Source: an optimization exercise on an open RTL-to-GDS flow (aim: small area, a short achievable clock period and few clock cycles per item). Production flows keep margins and buffers that such runs may drop. RTL that was checked went through simulation tests only; none was proved equivalent to the original. Power and IR drop assume default switching activity.

## JK
==> flow/design.v (excerpt) <==
module icache_top #(
	parameter int OFFSET_W = icache_pkg::OFFSET_W,
	parameter int INDEX_W  = icache_pkg::INDEX_W,
	parameter int TAG_W    = icache_pkg::ADDR_W - INDEX_W - OFFSET_W
) (
	input  logic                  clock_i,
	input  logic                  rst_n_i,
	input  logic                  fetch_i,
	input  icache_pkg::addr_t     fetch_addr_i,
	input  logic                  flush_i,
	output logic                  instr_valid_o,
	output icache_pkg::word_t     instr_o,
	output icache_pkg::addr_t     instr_addr_o,
	output logic                  miss_o,
	output logic                  mem_req_o,
	output icache_pkg::addr_t     mem_line_addr_o,
	input  logic                  mem_rvalid_i,
	input  icache_pkg::word_t     mem_rdata_i
);
Size: about 530 cells after synthesis, ~0.0046 mm2 of cells after synthesis.
==> module icache_top, before the edit <==
module icache_top #(
	parameter int OFFSET_W = icache_pkg::OFFSET_W,
	parameter int INDEX_W  = icache_pkg::INDEX_W,
	parameter int TAG_W    = icache_pkg::ADDR_W - INDEX_W - OFFSET_W
) (
	input  logic                  clock_i,
	input  logic                  rst_n_i,
	input  logic                  fetch_i,
	input  icache_pkg::addr_t     fetch_addr_i,
	input  logic                  flush_i,
	output logic                  instr_valid_o,
	output icache_pkg::word_t     instr_o,
	output icache_pkg::addr_t     instr_addr_o,
	output logic                  miss_o,
	output logic                  mem_req_o,
	output icache_pkg::addr_t     mem_line_addr_o,
	input  logic                  mem_rvalid_i,
	input  icache_pkg::word_t     mem_rdata_i
);
	localparam int CAP = 31;
	localparam int LOW = 4;
	logic [4:0]     n_q;      
	logic           busy_q;   
	logic           lm_q;     
	logic           miss_q;
	logic           rdy_q;    
	logic           ireq_q;   
	logic           ereq_q;   
	logic [29:0]    h_q;      
	logic [1:0]     wc_q;     
	logic [LOW-1:0] ml_q;     
	logic [4:0]     el_q;     
	logic           c_q;      
	logic           seq;
	logic           nz;
	logic           acc;
	logic           start;
	logic           deliver;
	logic           endw;
	logic           req;
	logic           lost;
	logic           clr;
	logic [24:0]    pm;
	logic [24:0]    hh_inc;
	logic           eq_lo;
	logic           eq0;
	logic           eq1;
	logic           dh;
	logic [29:0]    h_inc;
	logic [4:0]     n_inc;
	logic [4:0]     n_dec;
	logic           busy_d;
	logic           lm_d;
	logic [29:0]    h_d;
	logic [1:0]     wc_d;
	logic           m_d;
	logic [4:0]     n_d    [2];
	logic           nz_d   [2];
	logic           rdy_d  [2];
	logic           miss_d [2];
	logic           ireq_d [2];
	logic           ereq_d [2];
	logic [4:0]     el_d   [2];
	logic           c_d    [2];
	for (genvar g = 0; g < 25; g++)
	begin : g_pm
		if (g == 0)
		begin : g_lsb
			assign pm[g] = 1'b1;
		end
		else
		begin : g_bit
			assign pm[g] = &h_q[g+4:5];
		end
	end
	assign hh_inc = h_q[29:5] ^ pm;
	assign h_inc  = {h_q[29:5] ^ (pm & {25{&h_q[4:0]}}), h_q[4:0] + 5'd1};
	assign eq_lo = fetch_addr_i[6:2] == el_q;
	assign eq0   = fetch_addr_i[31:7] == h_q[29:5];
	assign eq1   = fetch_addr_i[31:7] == hh_inc;
	assign seq   = eq_lo && (c_q ? eq1 : eq0);
	assign n_inc = n_q + 5'd1;
	assign n_dec = n_q - 5'd1;
	assign nz      = n_q != '0;
	assign acc     = fetch_i && !miss_q && !flush_i;
	assign start   = acc && !nz;
	assign deliver = mem_rvalid_i && rdy_q;
	assign endw    = mem_rvalid_i && (wc_q == 2'd3);
	assign req     = ireq_q || (mem_rvalid_i && ereq_q);
	assign lost    = endw && lm_q && nz && !rdy_q;
	assign clr     = flush_i || lost;
	assign dh      = deliver && (&h_q[4:0]);
	assign busy_d = req || (busy_q && !endw);
	assign lm_d   = !start && (req || (lm_q && !endw));
	assign h_d    = start ? fetch_addr_i[31:2] : (deliver ? h_inc : h_q);
	assign wc_d   = req ? 2'd0 : (mem_rvalid_i ? wc_q + 2'd1 : wc_q);
	assign m_d    = h_d[1:0] == wc_d;
	for (genvar s = 0; s < 2; s++)
	begin : g_seq
		logic good;
		logic bad;
		logic ge;
		assign good = acc && (!nz || (s == 1));
		assign bad  = acc && nz && (s == 0);
		assign ge   = acc && nz && (s == 1);
		assign el_d[s] = start ? fetch_addr_i[6:2] + 5'd1 : (ge ? el_q + 5'd1 : el_q);
		assign c_d[s]  = start ? (&fetch_addr_i[6:2]) : ((ge && (&el_q)) || (c_q && !dh));
		always_comb
		begin
			n_d[s] = n_q;
			if (clr)
			begin
				n_d[s] = '0;
			end
			else if (good && !deliver)
			begin
				n_d[s] = n_inc;
			end
			else if (deliver && !good)
			begin
				n_d[s] = n_dec;
			end
		end
		assign nz_d[s]  = n_d[s] != '0;
		assign rdy_d[s] = busy_d && lm_d && nz_d[s] && m_d;
		assign miss_d[s] = !flush_i && (miss_q ? nz_d[s]
			: (bad || lost || (n_d[s] >= 5'(CAP))));
		assign ireq_d[s] = !busy_d && nz_d[s];
		assign ereq_d[s] = busy_d && (wc_d == 2'd3) && (lm_d
			? (rdy_d[s] && (n_d[s] > 5'd1) && !(&h_d[LOW+1:2]))
			: nz_d[s]);
	end
	assign mem_req_o       = req;
	assign mem_line_addr_o = {h_q[29:LOW+2], ml_q, 4'b0000};
	assign instr_valid_o   = deliver;
	assign instr_o         = mem_rdata_i;
	assign instr_addr_o    = {h_q, 2'b00};
	assign miss_o          = miss_q;
	always_ff @(posedge clock_i or negedge rst_n_i)
	begin
		if (!rst_n_i)
		begin
			n_q    <= '0;
			busy_q <= 1'b0;
			lm_q   <= 1'b0;
			miss_q <= 1'b0;
			rdy_q  <= 1'b0;
			ireq_q <= 1'b0;
			ereq_q <= 1'b0;
		end
		else
		begin
			n_q    <= seq ? n_d[1]    : n_d[0];
			miss_q <= seq ? miss_d[1] : miss_d[0];
			rdy_q  <= seq ? rdy_d[1]  : rdy_d[0];
			ireq_q <= seq ? ireq_d[1] : ireq_d[0];
			ereq_q <= seq ? ereq_d[1] : ereq_d[0];
			busy_q <= busy_d;
			lm_q   <= lm_d;
		end
	end
	always_ff @(posedge clock_i)
	begin
		h_q  <= h_d;
		wc_q <= wc_d;
		ml_q <= h_d[LOW+1:2] + LOW'(lm_d);
		el_q <= seq ? el_d[1] : el_d[0];
		c_q  <= seq ? c_d[1]  : c_d[0];
	end
endmodule
export LEC_CHECK = 0
export ABC_CLOCK_PERIOD_IN_PS = 1000
export CAP_MARGIN = 20
export CORE_MARGIN = 2
export CORE_UTILIZATION = 40
export SETUP_SLACK_MARGIN = 1.0
export SLEW_MARGIN = 20
create_clock -name core_clock -period 4.0 [get_ports {clock_i}]
standard.sh (not shown) runs the stock make flow with config.mk's settings and CLKGATE_MAP_FILE= SYNTH_SCRIPT=/design/flow/synth_recipe.tcl, a recipe that flattens the netlist after the stock synthesis.
==> flow/flow/run.sh <==
#!/bin/bash
# own flow: the standard layout, with port buffers of a plain buffer cell
set -o pipefail
cp standard.sh standard.sh.txt 2>/dev/null
cp config.mk config.mk.txt
export BUFFER_PORTS_ARGS="-buffer_cell sky130_fd_sc_hd__buf_2"
bash standard.sh > standard.log 2>&1
Changes in MS relative to JK:
==> flow/design.v, changed modules only <==
module icache_top #(
	parameter int OFFSET_W = icache_pkg::OFFSET_W,
	parameter int INDEX_W  = icache_pkg::INDEX_W,
	parameter int TAG_W    = icache_pkg::ADDR_W - INDEX_W - OFFSET_W
) (
	input  logic                  clock_i,
	input  logic                  rst_n_i,
	input  logic                  fetch_i,
	input  icache_pkg::addr_t     fetch_addr_i,
	input  logic                  flush_i,
	output logic                  instr_valid_o,
	output icache_pkg::word_t     instr_o,
	output icache_pkg::addr_t     instr_addr_o,
	output logic                  miss_o,
	output logic                  mem_req_o,
	output icache_pkg::addr_t     mem_line_addr_o,
	input  logic                  mem_rvalid_i,
	input  icache_pkg::word_t     mem_rdata_i
);
	localparam int CAP = 31;
	localparam int LOW = 4;
	logic [4:0]     n_q;      
	logic           busy_q;   
	logic           lm_q;     
	logic           miss_q;
	logic           rdy_q;    
	logic           ireq_q;   
	logic           ereq_q;   
	logic [29:0]    h_q;      
	logic [1:0]     wc_q;     
	logic [LOW-1:0] ml_q;     
	logic           seq;
	logic           nz;
	logic           acc;
	logic           start;
	logic           deliver;
	logic           endw;
	logic           req;
	logic           lost;
	logic           clr;
	logic [29:0]    sa;
	logic [29:0]    sb;
	logic [29:0]    sk;
	logic [29:0]    cr;
	logic [29:0]    co;
	logic [29:0]    h_inc;
	logic [4:0]     n_inc;
	logic [4:0]     n_dec;
	logic           busy_d;
	logic           lm_d;
	logic [29:0]    h_d;
	logic [1:0]     wc_d;
	logic           m_d;
	logic [4:0]     n_d    [2];
	logic           nz_d   [2];
	logic           rdy_d  [2];
	logic           miss_d [2];
	logic           ireq_d [2];
	logic           ereq_d [2];
	assign sa  = h_q;
	assign sb  = {25'd0, n_q};
	assign sk  = fetch_addr_i[31:2];
	assign cr  = sa ^ sb ^ sk;
	assign co  = (sa & sb) | (sa & cr) | (sb & cr);
	assign seq = cr == {co[28:0], 1'b0};
	for (genvar g = 0; g < 30; g++)
	begin : g_inc
		if (g == 0)
		begin : g_lsb
			assign h_inc[g] = !h_q[0];
		end
		else
		begin : g_bit
			assign h_inc[g] = h_q[g] ^ (&h_q[g-1:0]);
		end
	end
	assign n_inc = n_q + 5'd1;
	assign n_dec = n_q - 5'd1;
	assign nz      = n_q != '0;
	assign acc     = fetch_i && !miss_q && !flush_i;
	assign start   = acc && !nz;
	assign deliver = mem_rvalid_i && rdy_q;
	assign endw    = mem_rvalid_i && (wc_q == 2'd3);
	assign req     = ireq_q || (mem_rvalid_i && ereq_q);
	assign lost    = endw && lm_q && nz && !rdy_q;
	assign clr     = flush_i || lost;
	assign busy_d = req || (busy_q && !endw);
	assign lm_d   = !start && (req || (lm_q && !endw));
	assign h_d    = start ? fetch_addr_i[31:2] : (deliver ? h_inc : h_q);
	assign wc_d   = req ? 2'd0 : (mem_rvalid_i ? wc_q + 2'd1 : wc_q);
	assign m_d    = h_d[1:0] == wc_d;
	for (genvar s = 0; s < 2; s++)
	begin : g_seq
		logic good;
		logic bad;
		assign good = acc && (!nz || (s == 1));
		assign bad  = acc && nz && (s == 0);
		always_comb
		begin
			n_d[s] = n_q;
			if (clr)
			begin
				n_d[s] = '0;
			end
			else if (good && !deliver)
			begin
				n_d[s] = n_inc;
			end
			else if (deliver && !good)
			begin
				n_d[s] = n_dec;
			end
		end
		assign nz_d[s]  = n_d[s] != '0;
		assign rdy_d[s] = busy_d && lm_d && nz_d[s] && m_d;
		assign miss_d[s] = !flush_i && (miss_q ? nz_d[s]
			: (bad || lost || (n_d[s] >= 5'(CAP))));
		assign ireq_d[s] = !busy_d && nz_d[s];
		assign ereq_d[s] = busy_d && (wc_d == 2'd3) && (lm_d
			? (rdy_d[s] && (n_d[s] > 5'd1) && !(&h_d[LOW+1:2]))
			: nz_d[s]);
	end
	assign mem_req_o       = req;
	assign mem_line_addr_o = {h_q[29:LOW+2], ml_q, 4'b0000};
	assign instr_valid_o   = deliver;
	assign instr_o         = mem_rdata_i;
	assign instr_addr_o    = {h_q, 2'b00};
	assign miss_o          = miss_q;
	always_ff @(posedge clock_i or negedge rst_n_i)
	begin
		if (!rst_n_i)
		begin
			n_q    <= '0;
			busy_q <= 1'b0;
			lm_q   <= 1'b0;
			miss_q <= 1'b0;
			rdy_q  <= 1'b0;
			ireq_q <= 1'b0;
			ereq_q <= 1'b0;
		end
		else
		begin
			n_q    <= seq ? n_d[1]    : n_d[0];
			miss_q <= seq ? miss_d[1] : miss_d[0];
			rdy_q  <= seq ? rdy_d[1]  : rdy_d[0];
			ireq_q <= seq ? ireq_d[1] : ireq_d[0];
			ereq_q <= seq ? ereq_d[1] : ereq_d[0];
			busy_q <= busy_d;
			lm_q   <= lm_d;
		end
	end
	always_ff @(posedge clock_i)
	begin
		h_q  <= h_d;
		wc_q <= wc_d;
		ml_q <= h_d[LOW+1:2] + LOW'(lm_d);
	end
endmodule
Looking at the reports, MS completed the entire flow and the layout it produced met the timing, DRC and antenna checks.
Note that the fmax recorded for JK amounts to 0.857 times the value seen in MS.
The number of standard cells in the layout, taps in and fillers out in MS sits about 12% below the value recorded for JK.
Sequential standard cell area for MS: about 12% down relative to JK
Routed wire length improves in MS relative to JK.
[compare] base=JK new=MS: post-synthesis share of cell area spent on full adders, half adders and majority gates moved up, post-synthesis instance area moved down, overall power consumption moved down.
Per the comparison of MS with JK, clock group share of total power shrank by 3.1 points; flip-flop and latch count fell by 6.
Testbench counts of MS, summed over its fixed seeds: cycles 71,895, items 32,000.
The RTL of JK was laid out without a check of its function.

[separate check: timing with driven ports]
The results above use ideal ports. As a check the final layouts listed here were re-extracted and re-timed, cells and wires unchanged.
Step 1 sets driving cells, clkbuf_16 on the clock port and buf_2 on the other inputs (assumed; they add their load-dependent delay and slew).
Step 2, shift: input delay + t, output delay - t, t = (earliest + latest rising clock arrival at the registers) / 2. This alone moves slack from input paths to output paths.
a / b / c = ideal ports / drivers / drivers and shift; a / b = the first two.
| run | t (ns) | slack for setup (ns) | latest minus earliest clock arrival (ns) | worst data-port slew with drivers (ns) | pins driven straight from the clock port |
|---|---|---|---|---|---|
| JK | 0.343 | 0.674 / 0.674 / 0.674 | 0.009 / 0.008 | 0.07 | 1 |
| MS | 0.342 | 1.149 / 1.149 / 0.847 | 0.010 / 0.010 | 0.07 | 1 |
After both steps every run listed still meets setup and hold. The setup slack of MS, which loses most, moves by 0.000 ns with the drivers and by -0.302 ns with both steps.
